This is an optimization exercise on Yosys and OpenROAD, whose aim is small area, a short achievable clock period and few clock cycles per item, not a production implementation.
RTL that was checked went through simulation tests only; none was proved equivalent to the original.
No functional check of the RTL was part of run 4.
Power figures rest on the tool's default switching activity, not on a simulated workload.

==> design/flow/design.v <==
package flash_loader_pkg;
    localparam int BUS_WIDTH  = 8;
    localparam int WORD_WIDTH = 32;
    typedef enum logic [BUS_WIDTH-1:0] {
        REG_DATA0 = 8'h00,
        REG_DATA1 = 8'h01,
        REG_DATA2 = 8'h02,
        REG_DATA3 = 8'h03,
        REG_CTRL  = 8'h04
    } reg_addr_e;
    localparam int CTL_FILL_BIT       = 0;
    localparam int CTL_SAVE_BEGIN_BIT = 1;
    localparam int CTL_SAVE_END_BIT   = 2;
    localparam int STAT_DONE_BIT      = 0;
    localparam int STAT_PING_BUSY_BIT = 1;
    localparam int STAT_PONG_BUSY_BIT = 2;
    typedef enum logic [1:0] {
        BUF_IDLE,
        BUF_BUSY,
        BUF_DONE
    } buf_state_e;
    typedef enum logic [2:0] {
        S_IDLE,
        S_WAIT_SEGMENT,
        S_READ_WORD,
        S_WAIT_DATA,
        S_WRITE_WORD,
        S_NEXT,
        S_DONE
    } loader_state_e;
endpackage
`timescale 1ns/1ps
import flash_loader_pkg::*;
module loader_regs #(
    parameter int FLASH_ADDR_BITS = 12
) (
    input  logic                                   clk,
    input  logic                                   reset_n,
    input  logic                                   stb_i,
    input  logic                                   we_i,
    input  logic [flash_loader_pkg::BUS_WIDTH-1:0] adr_wr_i,
    input  logic [flash_loader_pkg::BUS_WIDTH-1:0] adr_rd_i,
    input  logic [flash_loader_pkg::BUS_WIDTH-1:0] dat_i,
    input  logic                                   done_i,
    input  logic                                   ping_busy_i,
    input  logic                                   pong_busy_i,
    output logic [flash_loader_pkg::BUS_WIDTH-1:0] dat_o,
    output logic                                   ack_o,
    output logic                                   fill_start_o,
    output logic                                   save_begin_o,
    output logic [FLASH_ADDR_BITS-1:0]             staged_addr_o,
    output logic [FLASH_ADDR_BITS-1:0]             begin_addr_o,
    output logic [FLASH_ADDR_BITS-1:0]             end_addr_o
);
    logic                 wr;
    logic                 ctrl_wr;
    logic [3:0]           data_sel_q;
    logic [BUS_WIDTH-1:0] wr_data_q;
    logic [BUS_WIDTH-1:0] data_q [4];
    logic                 save_begin_q;
    logic                 save_end_q;
    assign ack_o   = stb_i;
    assign wr      = stb_i & we_i;
    assign ctrl_wr = wr & (adr_wr_i == BUS_WIDTH'(REG_CTRL));
    assign fill_start_o = ctrl_wr & dat_i[CTL_FILL_BIT];
    always_ff @(posedge clk or negedge reset_n) begin
        if (!reset_n) begin
            data_sel_q   <= '0;
            save_begin_q <= 1'b0;
            save_end_q   <= 1'b0;
        end else begin
            for (int i = 0; i < 4; i++) begin
                data_sel_q[i] <= wr & (adr_wr_i == BUS_WIDTH'(i));
            end
            save_begin_q <= ctrl_wr & dat_i[CTL_SAVE_BEGIN_BIT];
            save_end_q   <= ctrl_wr & dat_i[CTL_SAVE_END_BIT];
        end
    end
    always_ff @(posedge clk) begin
        wr_data_q <= dat_i;
    end
    always_ff @(posedge clk or negedge reset_n) begin
        if (!reset_n) begin
            for (int i = 0; i < 4; i++) begin
                data_q[i] <= '0;
            end
        end else begin
            for (int i = 0; i < 4; i++) begin
                if (data_sel_q[i]) begin
                    data_q[i] <= wr_data_q;
                end
            end
        end
    end
    logic [2*BUS_WIDTH-1:0] staged;
    assign staged        = {data_q[1], data_q[0]};
    assign staged_addr_o = staged[FLASH_ADDR_BITS-1:0];
    assign save_begin_o  = save_begin_q;
    always_ff @(posedge clk or negedge reset_n) begin
        if (!reset_n) begin
            begin_addr_o <= '0;
            end_addr_o   <= '0;
        end else begin
            if (save_begin_q) begin
                begin_addr_o <= staged_addr_o;
            end
            if (save_end_q) begin
                end_addr_o <= staged_addr_o;
            end
        end
    end
    always_comb begin
        case (adr_rd_i)
            REG_DATA0: dat_o = data_q[0];
            REG_DATA1: dat_o = data_q[1];
            REG_DATA2: dat_o = data_q[2];
            REG_DATA3: dat_o = data_q[3];
            REG_CTRL:  dat_o = {5'b0, pong_busy_i, ping_busy_i, done_i};
            default:   dat_o = '0;
        endcase
    end
endmodule
`timescale 1ns/1ps
import flash_loader_pkg::*;
module segment_buffer #(
    parameter int SEGMENT_WORDS = 16
) (
    input  logic                                    clk,
    input  logic                                    fill_we_i,
    input  logic [$clog2(SEGMENT_WORDS):0]          fill_addr_i,
    input  logic [flash_loader_pkg::WORD_WIDTH-1:0] fill_data_i,
    input  logic [$clog2(SEGMENT_WORDS):0]          rd_addr_i,
    output logic [flash_loader_pkg::WORD_WIDTH-1:0] rd_data_o
);
    logic [WORD_WIDTH-1:0] mem [2*SEGMENT_WORDS];
    always_ff @(posedge clk) begin
        if (fill_we_i) begin
            mem[fill_addr_i] <= fill_data_i;
        end
    end
    assign rd_data_o = mem[rd_addr_i];
endmodule
`timescale 1ns/1ps
import flash_loader_pkg::*;
module flash_write_path #(
    parameter int SEGMENT_WORDS   = 16,
    parameter int FLASH_ADDR_BITS = 12
) (
    input  logic                                    clk,
    input  logic                                    reset_n,
    input  logic                                    load_i,         
    input  logic                                    first_i,        
    input  logic                                    save_begin_i,
    input  logic                                    restart_i,      
    input  logic [FLASH_ADDR_BITS-1:0]              staged_addr_i,
    input  logic [FLASH_ADDR_BITS-1:0]              begin_addr_i,
    input  logic [FLASH_ADDR_BITS-1:0]              end_addr_i,
    input  logic [flash_loader_pkg::WORD_WIDTH-1:0] rd_data_i,
    input  logic [$clog2(SEGMENT_WORDS):0]          rd_addr_i,
    input  logic                                    flash_ready_i,
    output logic                                    xfer_o,
    output logic                                    at_end_o,
    output logic                                    half_o,         
    output logic                                    half_last_o,    
    output logic                                    flash_valid_o,
    output logic [FLASH_ADDR_BITS-1:0]              flash_addr_o,
    output logic [flash_loader_pkg::WORD_WIDTH-1:0] flash_data_o
);
    localparam int IDX_BITS = $clog2(SEGMENT_WORDS);
    assign xfer_o   = flash_valid_o & flash_ready_i;
    assign at_end_o = (flash_addr_o == end_addr_i);
    always_ff @(posedge clk or negedge reset_n) begin
        if (!reset_n) begin
            flash_valid_o <= 1'b0;
            flash_addr_o  <= '0;
            half_o        <= 1'b0;
            half_last_o   <= 1'b0;
        end else begin
            if (load_i) begin
                flash_valid_o <= 1'b1;
            end else if (xfer_o) begin
                flash_valid_o <= 1'b0;
            end
            if (save_begin_i) begin
                flash_addr_o <= staged_addr_i;
            end else if (restart_i) begin
                flash_addr_o <= begin_addr_i;
            end else if (load_i && !first_i) begin
                flash_addr_o <= flash_addr_o + 1'b1;
            end
            if (load_i) begin
                half_o      <= rd_addr_i[IDX_BITS];
                half_last_o <= (rd_addr_i[IDX_BITS-1:0] == IDX_BITS'(SEGMENT_WORDS - 1));
            end
        end
    end
    always_ff @(posedge clk) begin
        if (load_i) begin
            flash_data_o <= rd_data_i;
        end
    end
endmodule
`timescale 1ns/1ps
import flash_loader_pkg::*;
module loader_ctrl #(
    parameter int SEGMENT_WORDS = 16
) (
    input  logic                           clk,
    input  logic                           reset_n,
    input  logic                           fill_start_i,
    input  logic                           fill_we_i,
    input  logic [$clog2(SEGMENT_WORDS):0] fill_addr_i,
    input  logic                           flash_valid_i,
    input  logic                           flash_ready_i,
    input  logic                           xfer_i,
    input  logic                           at_end_i,
    input  logic                           half_i,
    input  logic                           half_last_i,
    output logic                           load_o,
    output logic                           first_o,
    output logic                           restart_o,
    output logic [$clog2(SEGMENT_WORDS):0] rd_addr_o,
    output logic                           ping_busy_o,
    output logic                           pong_busy_o,
    output logic                           done_o
);
    localparam int IDX_BITS = $clog2(SEGMENT_WORDS);
    localparam int CNT_BITS = IDX_BITS + 2;
    logic                running_q;
    logic                first_q;
    logic [CNT_BITS-1:0] wr_cnt_q;    
    logic [CNT_BITS-1:0] rd_cnt_q;    
    logic [1:0]          full_q;
    logic                more;
    logic                finish;
    assign first_o   = first_q;
    assign rd_addr_o = rd_cnt_q[IDX_BITS:0];
    assign more   = first_q | ~at_end_i;
    assign load_o = (running_q | fill_start_i) & (~flash_valid_i | flash_ready_i)
                  & (wr_cnt_q != rd_cnt_q) & more;
    assign finish = running_q & ~first_q & at_end_i & (~flash_valid_i | flash_ready_i)
                  & (wr_cnt_q[IDX_BITS-1:0] == '0);
    assign restart_o = finish;
    always_ff @(posedge clk or negedge reset_n) begin
        if (!reset_n) begin
            running_q <= 1'b0;
            done_o    <= 1'b0;
            first_q   <= 1'b1;
            wr_cnt_q  <= '0;
            rd_cnt_q  <= '0;
            full_q    <= '0;
        end else begin
            if (finish) begin
                running_q <= 1'b0;
                done_o    <= 1'b1;
                first_q   <= 1'b1;
                wr_cnt_q  <= '0;
                rd_cnt_q  <= '0;
                full_q    <= '0;
            end else begin
                if (fill_start_i) begin
                    running_q <= 1'b1;
                    done_o    <= 1'b0;
                end
                if (load_o) begin
                    first_q  <= 1'b0;
                    rd_cnt_q <= rd_cnt_q + 1'b1;
                end
                if (fill_we_i) begin
                    wr_cnt_q <= wr_cnt_q + 1'b1;
                end
                for (int h = 0; h < 2; h++) begin
                    if (fill_we_i && fill_addr_i == {1'(h), IDX_BITS'(SEGMENT_WORDS - 1)}) begin
                        full_q[h] <= 1'b1;
                    end else if (xfer_i && half_last_i && half_i == 1'(h)) begin
                        full_q[h] <= 1'b0;
                    end
                end
            end
        end
    end
    assign ping_busy_o = full_q[0] & running_q;
    assign pong_busy_o = full_q[1] & running_q;
endmodule
`timescale 1ns/1ps
import flash_loader_pkg::*;
module flash_loader_top #(
    parameter int SEGMENT_WORDS   = 16,
    parameter int FLASH_ADDR_BITS = 12
) (
    input  logic                                    clk,
    input  logic                                    reset_n,
    input  logic                                    stb_i,
    input  logic                                    we_i,
    input  logic [flash_loader_pkg::BUS_WIDTH-1:0]  adr_wr_i,
    input  logic [flash_loader_pkg::BUS_WIDTH-1:0]  adr_rd_i,
    input  logic [flash_loader_pkg::BUS_WIDTH-1:0]  dat_i,
    output logic [flash_loader_pkg::BUS_WIDTH-1:0]  dat_o,
    output logic                                    ack_o,
    input  logic                                    fill_we_i,
    input  logic [$clog2(SEGMENT_WORDS):0]          fill_addr_i,
    input  logic [flash_loader_pkg::WORD_WIDTH-1:0] fill_data_i,
    output logic                                    ping_busy_o,
    output logic                                    pong_busy_o,
    output logic                                    done_o,
    output logic                                    flash_valid_o,
    output logic [FLASH_ADDR_BITS-1:0]              flash_addr_o,
    output logic [flash_loader_pkg::WORD_WIDTH-1:0] flash_data_o,
    input  logic                                    flash_ready_i
);
    logic                           fill_start;
    logic                           save_begin;
    logic [FLASH_ADDR_BITS-1:0]     staged_addr;
    logic [FLASH_ADDR_BITS-1:0]     begin_addr;
    logic [FLASH_ADDR_BITS-1:0]     end_addr;
    logic                           load;
    logic                           first;
    logic                           restart;
    logic [$clog2(SEGMENT_WORDS):0] rd_addr;
    logic [WORD_WIDTH-1:0]          rd_data;
    logic                           xfer;
    logic                           at_end;
    logic                           half;
    logic                           half_last;
    loader_regs #(
        .FLASH_ADDR_BITS (FLASH_ADDR_BITS)
    ) loader_regs_inst (
        .clk, .reset_n, .stb_i, .we_i, .adr_wr_i, .adr_rd_i, .dat_i, .dat_o, .ack_o,
        .done_i        (done_o),
        .ping_busy_i   (ping_busy_o),
        .pong_busy_i   (pong_busy_o),
        .fill_start_o  (fill_start),
        .save_begin_o  (save_begin),
        .staged_addr_o (staged_addr),
        .begin_addr_o  (begin_addr),
        .end_addr_o    (end_addr)
    );
    segment_buffer #(
        .SEGMENT_WORDS (SEGMENT_WORDS)
    ) segment_buffer_inst (
        .clk, .fill_we_i, .fill_addr_i, .fill_data_i,
        .rd_addr_i (rd_addr),
        .rd_data_o (rd_data)
    );
    flash_write_path #(
        .SEGMENT_WORDS   (SEGMENT_WORDS),
        .FLASH_ADDR_BITS (FLASH_ADDR_BITS)
    ) flash_write_path_inst (
        .clk, .reset_n, .flash_ready_i, .flash_valid_o, .flash_addr_o, .flash_data_o,
        .load_i        (load),
        .first_i       (first),
        .save_begin_i  (save_begin),
        .restart_i     (restart),
        .staged_addr_i (staged_addr),
        .begin_addr_i  (begin_addr),
        .end_addr_i    (end_addr),
        .rd_data_i     (rd_data),
        .rd_addr_i     (rd_addr),
        .xfer_o        (xfer),
        .at_end_o      (at_end),
        .half_o        (half),
        .half_last_o   (half_last)
    );
    loader_ctrl #(
        .SEGMENT_WORDS (SEGMENT_WORDS)
    ) loader_ctrl_inst (
        .clk, .reset_n, .fill_we_i, .fill_addr_i, .flash_ready_i, .ping_busy_o, .pong_busy_o, .done_o,
        .fill_start_i  (fill_start),
        .flash_valid_i (flash_valid_o),
        .xfer_i        (xfer),
        .at_end_i      (at_end),
        .half_i        (half),
        .half_last_i   (half_last),
        .load_o        (load),
        .first_o       (first),
        .restart_o     (restart),
        .rd_addr_o     (rd_addr)
    );
endmodule
==> design/flow/run.sh <==
#!/bin/bash
# synth_recipe.tcl (not shown) runs the flow's synth.tcl, then flattens the netlist and writes it again
# the make line also repeats each setting of config.mk as NAME=value (left out here)
make -C /OpenROAD-flow-scripts/flow DESIGN_CONFIG=/design/flow/config.mk WORK_HOME=/design/flow/orfs CLKGATE_MAP_FILE= SYNTH_SCRIPT=/design/flow/synth_recipe.tcl finish
==> design/flow/config.mk <==
export PLATFORM = sky130hd
export DESIGN_NAME = flash_loader_top
export DESIGN_NICKNAME = flash_loader_top
export VERILOG_FILES = /design/flow/design.v
export SDC_FILE = /design/flow/constraint.sdc
export NUM_CORES = 4
export LEC_CHECK = 0
export CAP_MARGIN = 20
export CORE_MARGIN = 2
export CORE_UTILIZATION = 40
export SETUP_SLACK_MARGIN = 2.5
export SLEW_MARGIN = 20
==> design/flow/constraint.sdc <==
create_clock -name core_clock -period 5.0 [get_ports {clk}]
set_input_delay 1.0000 -clock core_clock [delete_from_list [all_inputs] [get_ports {clk}]]
set_output_delay 1.0000 -clock core_clock [all_outputs]
set_load 0.01 [all_outputs]
==> qor.txt, run 1 <==
Cells after synthesis: 2,301
Drt drc: 0
Final GP Congestion: 0.804
Mapped Nets: 2,372
P_int: 19.8 mW
Core area: 112,000 sq um
Post-DRT Antenna Nets: 0
DP Area: 48,600 sq um
Worst Reg-to-Reg Cells: 9
YS warnings: 5
Nets: 2,670
Die width: 340 um
Synthesized cell area: 45,000 sq um
Flop pwr share: 0.393
R2R Path Start: loader_ctrl_inst.rd_cnt_q[0]
Layout cell share with drive strength beyond 1: 0.270
Fin. Hold Viols: 0
Via Count: 23,999
Sequential share of the synthesized area: 0.760
Max_cap viols: 0
Fin crit share: 0.680
Number of enable flip-flop cells after synthesis: 1,056
CTS buffer count: 116
Clock transition at path regs: 0.06 ns
Relative slew slack: 0.281
Worst Path Required: 4.00 ns
TritonCTS clock tree: built
Clock power share: 0.294
Port bufs: 123
Crit end category: output pin
Synth unique cells: 63
Setup CP Type: input pin to output pin
Reg2reg setup slack: 2.48 ns
Inst Count DP: 3,853
Gr ovfl total: 0
Async set or reset register ratio after synthesis: 0.0812
Switching power: 9.23 mW
Initial antenna violation count: 7
# setup viols final: 0
Syn Area/Cell: 19.6 sq um
Logic gate share of total power: 0.313
TritonRoute pass-1 iters: 5
WL/cell: 29.1 um
Total negative slack: 0 ns
CTS Hold Bufs: 0
Initial core utilization: 0.402
P&R area growth vs syn: 19.9%
Post-Route WL: 122,000 um
Full die area: 115,000 sq um
Critical path fanouts, max: 4
Pwr/cell area: 538 nW/um^2
Tmin final: 3.40 ns
Reg area: 34,300 sq um
Vias in the first global route: 24,088
Root buf cell: clkbuf_16
R2R Path End: flash_write_path_inst.flash_addr_o[2]
First-pass GRT wire length: 170,000 um
Clock Sinks: 1,158
Highest Clock Rate: 294 MHz
Total power: 29.1 mW
Vias per cell: 5.72
Crit path DAT: 2.40 ns
CP startpoint kind: input pin
Clock latency (worst-skew pair): 0.71 ns
GRT Total Usage: 0.203
VDD IR-drop max: 0.000350 V
Worst hold path type: input pin to async pin
Row count: 123
Outcome: timing/DRC/antenna clean
Slew @ Worst Pin: 1.08 ns
Sw Ratio: 0.318
CTS Buffer Depth: 3
#FFs+latches synth: 1,158
Pin count of the biggest net entering global routing: 74
CTS H-tree lvls: 3
Multi-input logic area: 10,700 sq um
Ports: 124
Setup Skew: 0.0350 ns
Detailed Place HPWL: 64,400 um
RSZ-0062 raised after global routing: yes
Cell area after layout: 54,000 sq um
Layout fillers: 9,210
Final cell count without fillers: 4,195
Pleak: 18.5 nW
Max Slew Vio Count: 0
Top FF cell, synth: edfxtp_1
Die Height: 340 um
WHS: 0.344 ns
DRT iter0 DRCs: 2,622
kinds of logic (layout without fill, tap and decap cells):
kind of cell             Yosys count  after routing  share of synthesized area
buffers and inverters            149            540                     0.0151
adder cells (fa/ha/maj)            4              4                    0.00111
multiplexers                     418            418                      0.142
other                              0              1                          0
AO/OA/AOI/OAI                    325            325                     0.0516
XOR/XNOR                          33             33                    0.00642
AND/OR/NAND/NOR                  214            216                     0.0241
flip-flops                      1158           1158                      0.760
Yosys cell counts (7+ instances only):
library cell | number | area (sq um)
a211oi_1 | 34 | 255
dfrtp_1 | 93 | 2330
buf_4 | 10 | 75.1
o21ai_0 | 42 | 210
a21oi_1 | 36 | 180
inv_1 | 14 | 52.6
buf_2 | 40 | 200
mux2_2 | 48 | 541
xnor2_1 | 9 | 78.8
nand2_1 | 79 | 297
xor2_1 | 24 | 210
nand3_1 | 14 | 70.1
o221ai_1 | 96 | 841
mux4_2 | 168 | 3780
nor3_1 | 7 | 35.0
nand4_1 | 9 | 56.3
clkbuf_1 | 67 | 251
edfxtp_1 | 1056 | 31700
buf_1 | 12 | 45.0
nor2_1 | 55 | 206
mux2i_1 | 196 | 1960
o22ai_1 | 67 | 419
dfxtp_1 | 8 | 160
a21o_1 | 33 | 248
cells in the final DEF, fill, tap and decap left out, drive strengths merged, types with 33 or more instances in the layout:
cell type	Yosys	routed
nor2	55	55
clkbuf	68	154
o21ai	42	42
dlygate4sd2	0	39
buf	65	214
o221ai	96	96
a21oi	37	37
mux2	54	54
clkinv	0	54
edfxtp	1056	1056
mux2i	196	196
dfrtp	93	93
mux4	168	168
a21o	33	33
nand2	80	80
a211oi	35	35
o22ai	67	67
repair_timing:
item | in CTS | in global routing
pin swaps | 34 | 14
setup endpoints to repair | 1124 | 129
buffers inserted | 95 | 17
gates cloned | 5 | 10
gates resized for setup | 189 | 49
cell type report:
class / count / share of cell area
Clock inverter: 71 / 0.0133
Tap cell: 1500 / 0.0348
Timing Repair inverter: 1 / 0.000301
Clock buffer: 142 / 0.0556
Sequential cell: 1158 / 0.635
Inverter: 16 / 0.00165
Antenna cell: 1 / 0.0000464
Timing Repair Buffer: 310 / 0.0620
Multi-Input combinational cell: 996 / 0.198
power groups by stage:
| stage | logic (mW) | registers [mW] | clock network (mW) |
|---|---|---|---|
| 3_3_place_gp | 7.47 | 11.9 | 0 |
| 4_1_cts | 8.52 | 11.4 | 8.66 |
| 3_5_place_dp | 7.52 | 11.9 | 0 |
| 2_1_floorplan | 5.18 | 11.5 | 0 |
| 5_1_grt | 9.62 | 11.5 | 9.05 |
| 6_report | 9.10 | 11.4 | 8.54 |
through the flow:
| step | utilization | setup slack (ns) |
|---|---|---|
| 2_1_floorplan | - | 1.84 |
| 3_3_place_gp | 0.434 | 0.760 |
| 3_5_place_dp | 0.434 | 0.765 |
| 4_1_cts | 0.478 | 1.55 |
| 5_1_grt | 0.482 | 1.59 |
| 6_report | 0.482 | 1.60 |
routing by layer:
metal | vias to the layer above | routed length [um] | track usage
li1 | 10110 | - | -
met3 | 190 | 9440 | 0.0420
met5 | - | 15 | 0
met2 | 1027 | 57000 | 0.315
met4 | 4 | 3300 | 0.0630
met1 | 12668 | 52100 | 0.289
registers in the layout, summed over array words and instances (netlist names), 2 cells and up:
signal / cells
loader_regs_inst.data_sel_q: 4
loader_ctrl_inst.rd_cnt_q: 6
segment_buffer_inst.mem: 1024
flash_write_path_inst.flash_addr_o: 12
loader_regs_inst.wr_data_q: 8
loader_regs_inst.end_addr_o: 12
loader_regs_inst.begin_addr_o: 12
loader_regs_inst.data_q: 32
flash_write_path_inst.flash_data_o: 32
loader_ctrl_inst.wr_cnt_q: 6
loader_ctrl_inst.full_q: 2
worst max-delay path, cell delays in order:
cell,delay (ns)
buf_6,0.09
or4_4,0.53
or3_4,0.38
buf_6,0.14
o22ai_4,0.14
buf_6,0.12
worst max path at each step:
stage,to,startpoint,cells past startpoint,slack [ns]
after floorplan,dat_o[2],adr_rd_i[5],4,1.84
after global routing,dat_o[2],adr_rd_i[6],6,1.59
after CTS,dat_o[2],adr_rd_i[6],6,1.55
after global placement,dat_o[2],adr_rd_i[5],5,0.76
after detailed placement,dat_o[2],adr_rd_i[5],5,0.77
final,dat_o[2],adr_rd_i[6],6,1.60
Testbench counts, summed over its fixed seeds: cycles 27,672, words 21,815.
==> run 2, diff against run 1 <==
--- a/design/flow/config.mk
+++ b/design/flow/config.mk
@@ -10,3 +10,2 @@
 export CORE_UTILIZATION = 40
-export SETUP_SLACK_MARGIN = 2.5
 export SLEW_MARGIN = 20
==> run 2 against run 1 <==
Compared with the run above:
- clock skew increased by 0.0027 ns
- combinational power decreased by 15%
- critical endpoint unchanged
- power decreased by 3.0%
- final area decreased by 2.9%
- clock power increased by 4.3%
- via count decreased by 3.1%
- synthesized cell count unchanged
- still clean on timing, DRC and antenna
- critical path type unchanged
- flip-flop and latch count unchanged
==> qor.txt, run 2 <==
Most frequent cells in the layout: edfxtp_1 (1,056), mux2i_1 (196), mux4_2 (168)
Sequential share of the synthesized area: 0.760
First-pass GRT wire length: 166,000 um
Top cells by area, synth: edfxtp_1 (70%), mux4_2 (8.4%), dfrtp_1 (5.2%), mux2i_1 (4.4%), o221ai_1 (1.9%)
Final GP Congestion: 0.831
Post-DRT Antenna Nets: 0
Setup Skew: 0.0377 ns
Clock Sinks: 1,158
Max reg flops: 1,024
CTS buffer count: 115
TritonRoute pass-1 iters: 5
P&R area growth vs syn: 16.4%
Vias in the first global route: 23,920
Row count: 123
Crit path DAT: 3.20 ns
Mapped Nets: 2,372
Initial core utilization: 0.402
Cell area after layout: 52,400 sq um
Setup CP Type: input pin to output pin
Top flop regs: segment_buffer_inst.mem: 1024 flops, flash_write_path_inst.flash_data_o: 32 flops, loader_regs_inst.data_q: 32 flops
Total negative slack: 0 ns
RSZ-0062 raised after global routing: no
Reg2reg setup slack: 1.82 ns
Top FF cell, synth: edfxtp_1
Ports: 124
Relative slew slack: 0.283
Slew @ Worst Pin: 1.07 ns
Via Count: 23,246
Nets: 2,556
Layout cell share with drive strength beyond 1: 0.214
Pleak: 17.6 nW
Initial antenna violation count: 4
Clock latency (worst-skew pair): 0.73 ns
Pin count of the biggest net entering global routing: 117
Drt drc: 0
Most flop-heavy register: segment_buffer_inst.mem
DP Area: 48,500 sq um
DRT iter0 DRCs: 2,454
Highest Clock Rate: 238 MHz
Port bufs: 123
Synth top area share: 0.704
Async set or reset register ratio after synthesis: 0.0812
Crit path from: adr_rd_i[5]
Gr ovfl total: 0
Setup bufs post-CTS: 0
Synth top cells by count: edfxtp_1 (1,056), mux2i_1 (196), mux4_2 (168), o221ai_1 (96), dfrtp_1 (93)
Worst hold path type: input pin to async pin
Vias per cell: 5.69
Die Height: 340 um
YS warnings: 5
Core area: 112,000 sq um
CTS Buffer Depth: 3
Outcome: timing/DRC/antenna clean
#FFs+latches synth: 1,158
GRT Total Usage: 0.196
Place WS: 0.786 ns
Number of enable flip-flop cells after synthesis: 1,056
Clock transition at path regs: 0.06 ns
R2R Path Start: loader_ctrl_inst.rd_cnt_q[0]
# setup viols final: 0
Critical path fanouts, max: 8
Full die area: 115,000 sq um
Final Worst Setup Slack: 0.798 ns
Cells after synthesis: 2,301
Reg area: 34,200 sq um
Synth area leader: edfxtp_1
Post-Route WL: 113,000 um
Most numerous cell in the Yosys netlist: edfxtp_1
Most common cell after layout, fill and taps aside: edfxtp_1
WL/cell: 27.7 um
Fin crit share: 0.840
CP startpoint kind: input pin
Root buf cell: clkbuf_16
TritonCTS clock tree: built
Synth unique cells: 63
Max_cap viols: 0
Detailed Place HPWL: 65,900 um
Syn Area/Cell: 19.6 sq um
Die width: 340 um
VDD IR-drop max: 0.000339 V
Multi-input logic area: 10,400 sq um
CTS H-tree lvls: 3
Crit end category: output pin
Layout fillers: 9,399
CTS resizes: 0
CTS Hold Bufs: 0
Pwr/cell area: 538 nW/um^2
Worst Path Required: 4.00 ns
Fin. Hold Viols: 0
Tmin final: 4.20 ns
Max Slew Vio Count: 0
Synthesized cell area: 45,000 sq um
[run 2: cell counts after synthesis]
Identical to the previous run, type by type.
[run 2: report_power, final]
part           total (mW)  internal, mW  switching (mW)
clock network        8.91          5.17            3.74
registers            11.6          11.1           0.492
logic                7.72          3.21            4.51
total                28.2          19.5            8.74
[run 2: logic make-up (layout without fill, tap and decap cells)]
kind of cell,count (synthesis),count (layout),synth area share
XOR/XNOR,33,33,0.00642
flip-flops,1158,1158,0.760
buffers and inverters,149,432,0.0151
AO/OA/AOI/OAI,325,325,0.0516
adder cells (fa/ha/maj),4,4,0.00111
other,0,2,0
AND/OR/NAND/NOR,214,214,0.0241
multiplexers,418,418,0.142
[run 2: path summary, 6_finish.rpt]
check / to / depth (start not counted)
worst max-delay path: dat_o[2] / 5
worst min-delay path: loader_regs_inst.save_end_q / 1
worst max register to register: loader_ctrl_inst.rd_cnt_q[1] / 7
worst min register to register: loader_regs_inst.begin_addr_o[10] / 2
max in group asynchronous: flash_write_path_inst.flash_addr_o[2] / 2
min in group core_clock: loader_regs_inst.begin_addr_o[10] / 2
[run 2: stage by stage]
| stage | util | power, mW | cells | hold WS [ns] |
|---|---|---|---|---|
| 4_1_cts | 0.468 | 28.4 | 4084 | 0.376 |
| 6_report | 0.468 | 28.2 | 4086 | 0.391 |
| 2_1_floorplan | - | 16.6 | 2301 | 0.435 |
| 3_3_place_gp | 0.433 | 19.5 | 3868 | 0.459 |
| 5_1_grt | 0.468 | 29.3 | 4084 | 0.433 |
| 3_5_place_dp | 0.433 | 19.5 | 3868 | 0.457 |
[run 2: cell type report]
class                           instances  area share
Inverter                               16     0.00115
Multi-Input combinational cell        994       0.198
Timing Repair Buffer                  200      0.0363
Sequential cell                      1158       0.654
Clock inverter                         82      0.0179
Antenna cell                            2   0.0000955
Tap cell                             1500      0.0358
Clock buffer                          134      0.0570
[run 2: worst max-delay path, cell delays in order]
cell	delay (ns)
clkdlybuf4s50_1	0.41
or4_1	0.57
or3_1	0.47
o22ai_1	0.20
clkdlybuf4s50_1	0.56
[run 2: metal layers]
| layer | part of all wire | global-route usage | wire, um | up-vias |
|---|---|---|---|---|
| met5 | 0.00019 | 0 | 21 | - |
| met4 | 0.028 | 0.0598 | 3160 | 4 |
| met3 | 0.063 | 0.0307 | 7090 | 196 |
| met2 | 0.48 | 0.316 | 54500 | 868 |
| met1 | 0.43 | 0.275 | 48400 | 12312 |
| li1 | - | - | - | 9866 |
==> run 3, diff against run 2 <==
--- a/design/flow/config.mk
+++ b/design/flow/config.mk
@@ -7,2 +7,3 @@
 export LEC_CHECK = 0
+export ABC_AREA = 1
 export CAP_MARGIN = 20
@@ -10,2 +11,4 @@
 export CORE_UTILIZATION = 40
+export CTS_BUF_LIST = sky130_fd_sc_hd__clkbuf_8
+export CTS_CLUSTER_SIZE = 30
 export SLEW_MARGIN = 20
==> run 3 against run 2 <==
Compared with the run above:
- sequential share of layout area is 0.34 points lower
- flip-flop and latch count unchanged
- sequential power hardly changed
- critical path depth up 4
- fmax rose by 5.7%
- synthesized cell count is 55% higher
- power decreased by 0.72%
- routed wire length increased by 14%
- cell count rose by 33%
- via count is 27% higher
- highest routed layer is now met4
- largest power group unchanged
- non-clock buffer count is 10 higher
- combinational power is 15% higher
==> qor.txt, run 3 <==
Outcome: timing/DRC/antenna clean
Async set or reset register ratio after synthesis: 0.0812
Worst Reg-to-Reg Cells: 7
Slowest-stage cell, CP: clkdlybuf4s50_1
GR peak layer: met2
Top cells by area, synth: edfxtp_1 (69%), nand2_1 (5.6%), dfrtp_1 (5.1%), o21ai_0 (3.8%), mux2i_1 (2.8%)
Max reg flops: 1,024
Die width: 343 um
Fin. Hold Viols: 0
Fin crit share: 0.795
Setup Skew: 0.0564 ns
Sequential share of the synthesized area: 0.743
CTS H-tree lvls: 4
Synth Area in XOR/XNOR: 0.00323
GRT met2 Usage: 0.343
Initial antenna violation count: 2
Layout cell share with drive strength beyond 1: 0.106
Crit end category: output pin
# setup viols final: 0
Routing usage on met1: 0.310
Post-DRT Antenna Nets: 0
TritonCTS clock tree: built
Bufs and invs on worst path: 3
Highest Clock Rate: 252 MHz
CTS Buffer Depth: 3
Pwr/cell area: 532 nW/um^2
#FFs+latches synth: 1,158
Clock transition at path regs: 0.06 ns
Number of enable flip-flop cells after synthesis: 1,056
Critical path fanouts, max: 3
DP Area: 49,300 sq um
Drt drc: 0
Row count: 124
Most numerous cell in the Yosys netlist: edfxtp_1
WL/cell: 23.9 um
CTS buffer count: 187
Max_cap viols: 0
Synth unique cells: 41
Ports: 124
Gr ovfl total: 0
P&R area growth vs syn: 14.3%
Reg area: 34,200 sq um
YS warnings: 5
Top flop regs: segment_buffer_inst.mem: 1024 flops, flash_write_path_inst.flash_data_o: 32 flops, loader_regs_inst.data_q: 32 flops
Mux contribution to synthesized area: 0.0315
Switching power: 10.5 mW
Final GP Congestion: 0.835
Mapped Nets: 3,647
Synth area leader: edfxtp_1
Initial core utilization: 0.403
Cell area after layout: 52,700 sq um
Top FF cell, synth: edfxtp_1
Relative slew slack: 0.372
Setup CP Type: input pin to output pin
Full die area: 118,000 sq um
Worst Path Required: 4.00 ns
CTS Hold Bufs: 0
Most frequent cells in the layout: edfxtp_1 (1,056), nand2_1 (690), o21ai_0 (348)
Reg2reg setup slack: 1.71 ns
Nets: 3,835
Vias per cell: 5.45
Cells after synthesis: 3,576
Multi-input logic area: 10,800 sq um
Synth top area share: 0.688
Post-Route WL: 129,000 um
Largest stage delay on the critical path: 0.57 ns
Clock latency (worst-skew pair): 0.85 ns
Slew @ Worst Pin: 0.942 ns
CTS resizes: 0
Vias in the first global route: 28,219
Largest family of logic cells by synthesized area: simple AND/OR/NAND/NOR gates
GRT Total Usage: 0.218
TritonRoute pass-1 iters: 5
Flop pwr share: 0.411
Logic gate share of total power: 0.318
Most flop-heavy register: segment_buffer_inst.mem
Syn Area/Cell: 12.9 sq um
Total negative slack: 0 ns
Met3 Track Usage GR: 0.0350
Max Slew Vio Count: 0
Synth top cells by count: edfxtp_1 (1,056), nand2_1 (691), o21ai_0 (348), nor2_1 (341), a21oi_1 (170)
Port bufs: 123
DRT iter0 DRCs: 3,218
Most common cell after layout, fill and taps aside: edfxtp_1
Top Family by Delay on Critical Path: buffers and inverters
Clock Sinks: 1,158
Die Height: 343 um
Tmin final: 3.98 ns
R2R Path End: flash_write_path_inst.flash_data_o[0]
Pleak: 18.8 nW
Sw Ratio: 0.374
Via Count: 29,548
Post-synthesis adder-cell area fraction: 0.00109
RSZ-0062 raised after global routing: no
CP startpoint kind: input pin
Synthesized cell area: 46,100 sq um
Root buf cell: clkbuf_8
First-pass GRT wire length: 190,000 um
Place WS: 1.01 ns
Setup bufs post-CTS: 0
Final Worst Setup Slack: 1.02 ns
Pin count of the biggest net entering global routing: 145
Synth Area in Simple Gates: 0.100
Layout fillers: 10,160
Worst hold path type: input pin to async pin
Detailed Place HPWL: 75,800 um
Critical-path cell list: clkdlybuf4s50_1 > inv_1 > nand2_1 > nor4b_1 > nand2_1 > o21ai_0 > nor2_1 > o21ai_0 > clkdlybuf4s50_1
Crit path DAT: 2.98 ns
Core area: 114,000 sq um
VDD IR-drop max: 0.000413 V
P_int: 17.5 mW
Clock power share: 0.271
R2R Path Start: loader_ctrl_inst.rd_cnt_q[0]
Compound-cell area share of the yosys netlist: 0.0936
[run 3: cell count changes in the layout (fill, tap and decap cells not counted), sizes merged, moves of 85 or more]
cell | previous run | this run
nand3 | 14 | 99
nor2 | 55 | 343
a21oi | 37 | 170
mux4 | 168 | 0
inv | 23 | 169
o211ai | 5 | 96
nand2 | 80 | 694
o221ai | 96 | 0
o21ai | 42 | 380
[run 3: how the worst max path moves through the flow]
| stage | from | slack [ns] | to | cells past startpoint |
|---|---|---|---|---|
| 2_1_floorplan | fill_addr_i[3] | 1.85 | segment_buffer_inst.mem[31][0] | 4 |
| 3_3_place_gp | adr_rd_i[0] | 0.98 | dat_o[1] | 9 |
| 5_1_grt | adr_rd_i[0] | 0.86 | dat_o[0] | 9 |
| 4_1_cts | adr_rd_i[0] | 1.01 | dat_o[2] | 9 |
| 3_5_place_dp | adr_rd_i[0] | 1.01 | dat_o[2] | 9 |
| 6_report | adr_rd_i[0] | 1.02 | dat_o[2] | 9 |
[run 3: power by group through the flow]
stage / Combinational, mW / Clock (mW) / Sequential, mW
floorplan: 5.30 / 0 / 11.5
global placement: 8.87 / 0 / 11.7
detailed placement: 8.93 / 0 / 11.7
CTS: 8.95 / 7.74 / 11.5
global route: 9.66 / 8.15 / 11.5
finish: 8.91 / 7.58 / 11.5
[run 3: worst register-to-register path, stage by stage, from the launching register on]
cell and delay, ns:
dfrtp_4 0.78, buf_12 0.57, o21ai_0 0.39, o22ai_1 0.23, nand2_1 0.11, o211ai_1 0.29, nand3_1 0.34, o21ai_1 0.33
[run 3: logic make-up after synthesis]
kind of cell / count (synthesis)
XOR/XNOR: 17
flip-flops: 1158
AO/OA/AOI/OAI: 779
adder cells (fa/ha/maj): 4
buffers and inverters: 312
AND/OR/NAND/NOR: 1163
multiplexers: 143
[run 3: cell type report]
cell class	count	area share
Inverter	101	0.00751
Multi-Input combinational cell	2106	0.206
Clock buffer	190	0.0497
Antenna cell	2	0.0000950
Tap cell	1512	0.0359
Timing Repair Buffer	210	0.0360
Sequential cell	1158	0.650
Clock inverter	139	0.0150
[run 3: metrics by stage]
step	cells	utilization	hold WS, ns	total power [mW]
5_1_grt	5418	0.461	0.327	29.4
3_5_place_dp	5087	0.431	0.469	20.6
2_1_floorplan	3576	-	0.443	16.8
6_report	5418	0.461	0.302	28.0
3_3_place_gp	5087	0.431	0.461	20.6
4_1_cts	5416	0.460	0.259	28.2
[run 3: per-layer routing]
metal,wire length [um],vias to the layer above
li1,-,13357
met2,60500,1266
met4,3770,0
met5,0,-
met1,55500,14732
met3,9630,193
==> run 4, diff against run 3 <==
--- a/design/flow/design.v
+++ b/design/flow/design.v
@@ -111,12 +111,32 @@
     end
+    logic       hi_zero;
+    logic [7:0] lo_mux;
+    logic       hi_zero_a;
+    logic       hi_zero_b;
+    loader_nor3 hi_zero_a_inst (.a_i(adr_rd_i[7:5]), .y_o(hi_zero_a));
+    loader_nor2 hi_zero_b_inst (.a_i(adr_rd_i[4:3]), .y_o(hi_zero_b));
+    assign hi_zero = hi_zero_a & hi_zero_b;
     always_comb begin
-        case (adr_rd_i)
-            REG_DATA0: dat_o = data_q[0];
-            REG_DATA1: dat_o = data_q[1];
-            REG_DATA2: dat_o = data_q[2];
-            REG_DATA3: dat_o = data_q[3];
-            REG_CTRL:  dat_o = {5'b0, pong_busy_i, ping_busy_i, done_i};
-            default:   dat_o = '0;
+        case (adr_rd_i[2:0])
+            3'd0:    lo_mux = data_q[0];
+            3'd1:    lo_mux = data_q[1];
+            3'd2:    lo_mux = data_q[2];
+            3'd3:    lo_mux = data_q[3];
+            3'd4:    lo_mux = {5'b0, pong_busy_i, ping_busy_i, done_i};
+            default: lo_mux = '0;
         endcase
     end
+    assign dat_o = {BUS_WIDTH{hi_zero}} & lo_mux;
+endmodule
+module loader_nor3 (
+    input  logic [2:0] a_i,
+    output logic       y_o
+);
+    assign y_o = ~|a_i;
+endmodule
+module loader_nor2 (
+    input  logic [1:0] a_i,
+    output logic       y_o
+);
+    assign y_o = ~|a_i;
 endmodule
@@ -140,3 +160,12 @@
     end
-    assign rd_data_o = mem[rd_addr_i];
+    logic [2*SEGMENT_WORDS-1:0] rd_sel;
+    always_comb begin
+        for (int i = 0; i < 2*SEGMENT_WORDS; i++) begin
+            rd_sel[i] = (rd_addr_i == ($clog2(SEGMENT_WORDS)+1)'(i));
+        end
+        rd_data_o = '0;
+        for (int i = 0; i < 2*SEGMENT_WORDS; i++) begin
+            rd_data_o = rd_data_o | ({WORD_WIDTH{rd_sel[i]}} & mem[i]);
+        end
+    end
 endmodule
--- a/design/flow/config.mk
+++ b/design/flow/config.mk
@@ -7,3 +7,2 @@
 export LEC_CHECK = 0
-export ABC_AREA = 1
 export CAP_MARGIN = 20
@@ -11,4 +10,5 @@
 export CORE_UTILIZATION = 40
-export CTS_BUF_LIST = sky130_fd_sc_hd__clkbuf_8
-export CTS_CLUSTER_SIZE = 30
+export SETUP_SLACK_MARGIN = 3.0
 export SLEW_MARGIN = 20
+export SYNTH_HIERARCHICAL = 1
+export SYNTH_MINIMUM_KEEP_SIZE = 0
==> run 4 against run 3 <==
Compared with the run above:
- cell count decreased by 14%
- sequential power decreased by 5%
- clock skew decreased by 0.025 ns
- sequential share of layout area decreased by 5.8 points
- area after synthesis decreased by 4.1%
- clock power increased by 9.9%
- hold slack improved by 0.11 ns
- still clean
- power decreased by 21%
- routed wire length increased by 19%
==> qor.txt, run 4 <==
Via Count: 28,948
Detailed Place HPWL: 79,500 um
Top flop regs: segment_buffer_inst.mem: 1024 flops, flash_write_path_inst.flash_data_o: 32 flops, loader_regs_inst.data_q: 32 flops
Most common cell after layout, fill and taps aside: edfxtp_1
Synth top cells by count: edfxtp_1 (1,056), a22oi_1 (334), and3_1 (98), dfrtp_1 (93), nor2_1 (90)
TritonRoute pass-1 iters: 8
Sequential share of the synthesized area: 0.775
Setup Skew: 0.0315 ns
Most flop-heavy register: segment_buffer_inst.mem
Total negative slack: 0 ns
Die Height: 336 um
Critical path fanouts, max: 7
Gr ovfl total: 0
Clock transition at path regs: 0.06 ns
Final GP Congestion: 0.865
Fin. Hold Viols: 0
Pleak: 19.9 nW
Clock latency (worst-skew pair): 0.72 ns
RSZ-0062 raised after global routing: yes
GRT Total Usage: 0.267
Max Slew Vio Count: 0
WL/cell: 32.9 um
Drt drc: 0
Post-DRT Antenna Nets: 0
Vias in the first global route: 28,475
YS warnings: 11
Full die area: 113,000 sq um
Syn Area/Cell: 17.2 sq um
Post-Route WL: 154,000 um
Synthesized cell area: 44,200 sq um
Row count: 121
DRT iter0 DRCs: 4,477
Async set or reset register ratio after synthesis: 0.0812
Pwr/cell area: 384 nW/um^2
Multi-input logic area: 11,700 sq um
Cells after synthesis: 2,561
Max reg flops: 1,024
Root buf cell: clkbuf_16
Tmin final: 2.96 ns
Crit end category: register
Top layer in use: met5
CTS H-tree lvls: 3
Number of enable flip-flop cells after synthesis: 1,056
P&R area growth vs syn: 30.9%
Initial core utilization: 0.405
Slew @ Worst Pin: 1.16 ns
# setup viols final: 0
Crit path DAT: 3.41 ns
Fin crit share: 0.593
Total power: 22.2 mW
Outcome: timing/DRC/antenna clean
CP startpoint kind: register
Clock Sinks: 1,158
Ports: 124
Die width: 336 um
Layout fillers: 8,411
TritonCTS clock tree: built
Synth top area share: 0.718
Worst Reg-to-Reg Cells: 9
Setup CP Type: register to register
Length of routed met3 wiring: 16,600 um
Max_cap viols: 0
Worst Path Required: 5.45 ns
Relative slew slack: 0.223
#FFs+latches synth: 1,158
Top FF cell, synth: edfxtp_1
Met2 Wirelength: 71,000 um
Port bufs: 123
Synth unique cells: 77
CTS Buffer Depth: 3
Met1 WL: 57,500 um
Synth area leader: edfxtp_1
Worst hold path type: input pin to async pin
Top cells by area, synth: edfxtp_1 (72%), a22oi_1 (5.7%), dfrtp_1 (5.3%), mux2_2 (1.5%), and3_1 (1.4%)
First-pass GRT wire length: 213,000 um
Pin count of the biggest net entering global routing: 68
VDD IR-drop max: 0.000342 V
Vias per cell: 6.21
Initial antenna violation count: 11
Layout cell share with drive strength beyond 1: 0.376
CTS Hold Bufs: 0
Most frequent cells in the layout: edfxtp_1 (1,056), a22oi_1 (277), buf_4 (228)
Reg area: 34,300 sq um
Most numerous cell in the Yosys netlist: edfxtp_1
Highest Clock Rate: 337 MHz
CTS buffer count: 114
Nets: 3,167
Core area: 109,000 sq um
Mapped Nets: 2,632
[run 4: cell types whose count changed after synthesis, sizes merged, moves of 87 or more]
| cell | change |
|---|---|
| a22oi | +334 |
| nand2 | -640 |
| inv | -87 |
| and3 | +112 |
| o21ai | -368 |
| mux2i | -108 |
| nor2 | -251 |
| a21oi | -160 |
| o211ai | -94 |
[run 4: timing repair]
item                       4_1_cts  5_1_grt
gates cloned                    29        6
pin swaps                      167      119
gates resized for setup        740      159
buffers inserted               242       72
setup endpoints to repair     1171      315
[run 4: worst paths after layout]
| check | start | end | slack (ns) |
|---|---|---|---|
| worst max-delay path | loader_ctrl_inst.rd_cnt_q[0] | flash_write_path_inst.flash_data_o[18] | 2.04 |
| worst max register to register | loader_ctrl_inst.rd_cnt_q[0] | flash_write_path_inst.flash_data_o[18] | 2.04 |
| worst min-delay path | reset_n | loader_regs_inst.data_q[3][4] | 0.41 |
| max in group asynchronous | reset_n | flash_write_path_inst.flash_addr_o[7] | 3.62 |
| worst min register to register | loader_regs_inst.begin_addr_o[0] | loader_regs_inst.begin_addr_o[0] | 0.51 |
| min in group core_clock | loader_regs_inst.begin_addr_o[0] | loader_regs_inst.begin_addr_o[0] | 0.51 |
[run 4: routing by layer]
metal | track usage | vias to the layer above
met3 | 0.0573 | 439
li1 | - | 11637
met5 | 0 | -
met4 | 0.130 | 10
met2 | 0.420 | 1899
met1 | 0.352 | 14963
[run 4: area by class of cell]
cell class / count / area share
Sequential cell: 1158 / 0.593
Antenna cell: 4 / 0.000173
Timing Repair inverter: 6 / 0.00210
Clock buffer: 138 / 0.0531
Clock inverter: 66 / 0.00922
Timing Repair Buffer: 561 / 0.108
Tap cell: 1476 / 0.0319
Multi-Input combinational cell: 1241 / 0.202
Inverter: 14 / 0.00119
[run 4: stage by stage]
step	instances	util	instance area, sq um	hold WS [ns]	worst slack (ns)
3_5_place_dp	4107	0.444	48500	0.499	0.811
2_1_floorplan	2561	-	45500	0.475	1.97
4_1_cts	4582	0.516	56400	0.411	2.04
5_1_grt	4661	0.530	57800	0.449	2.03
6_report	4664	0.530	57800	0.409	2.04
3_3_place_gp	4106	0.444	48400	0.496	0.848
[run 4: cell families (layout without fill, tap and decap cells)]
| kind of cell | count (synthesis) | count (layout) | synth area share |
|---|---|---|---|
| muxes | 80 | 80 | 0.0201 |
| DFF | 1158 | 1158 | 0.775 |
| AOI/OAI and AO/OA | 526 | 526 | 0.0955 |
| and+or+nand+nor | 586 | 600 | 0.0827 |
| other | 0 | 4 | 0 |
| adders and majority gates | 4 | 4 | 0.00113 |
| buffers and inverters | 176 | 785 | 0.0197 |
| xor gates and xnor gates | 31 | 31 | 0.00615 |
[run 4: Yosys stat by module, one instance, submodules excluded, a selection]
module,flip-flops and latches,times used
loader_nor2,0,1
loader_nor3,0,1
[run 4: where the power goes]
group          total (mW)  switching [mW]  internal (mW)
combinational        2.91            1.66           1.25
clock                8.33            3.64           4.70
sequential           10.9           0.134           10.8
[run 4: critical path, stage by stage (launching register included)]
cell and delay [ns]:
dfrtp_4 0.47, buf_12 0.14, buf_12 0.12, buf_4 0.15, nor3_1 0.09, buf_4 0.19
and3_1 0.23, a2111oi_4 0.38, nand4_1 0.41, or4_1 0.52

[static timing again, ports no longer ideal]
The results above use ideal ports. As a check the final layouts listed here were re-extracted and re-timed, cells and wires unchanged. Step 1 sets driving cells, clkbuf_16 on the clock port and buf_2 on the other inputs (assumed; they add their load-dependent delay and slew). Step 2 times the ports against the registers' clock, not the clock port: input delays grow and output delays shrink by t, the midpoint of the rising clock arrivals with the driver on. a / b / c = ideal / step 1 / step 2; a / b = the first two.
| run | t, ns | slack for setup (ns) | latest minus earliest clock arrival (ns) | worst register clock-pin slew, ns |
|---|---|---|---|---|
| run 1 | 0.768 | 1.601 / 1.564 / 1.564 | 0.046 / 0.047 | 0.06 / 0.06 |
| run 2 | 0.782 | 0.798 / 0.774 / 0.774 | 0.040 / 0.040 | 0.07 / 0.07 |
| run 3 | 0.897 | 1.024 / 0.995 / 0.995 | 0.061 / 0.061 | 0.07 / 0.07 |
| run 4 | 0.774 | 2.036 / 1.965 / 1.658 | 0.033 / 0.033 | 0.07 / 0.07 |
After both steps setup and hold are still met in every run listed. The setup slack of run 4, which loses most, moves by -0.071 ns with the drivers and by -0.378 ns with both steps.
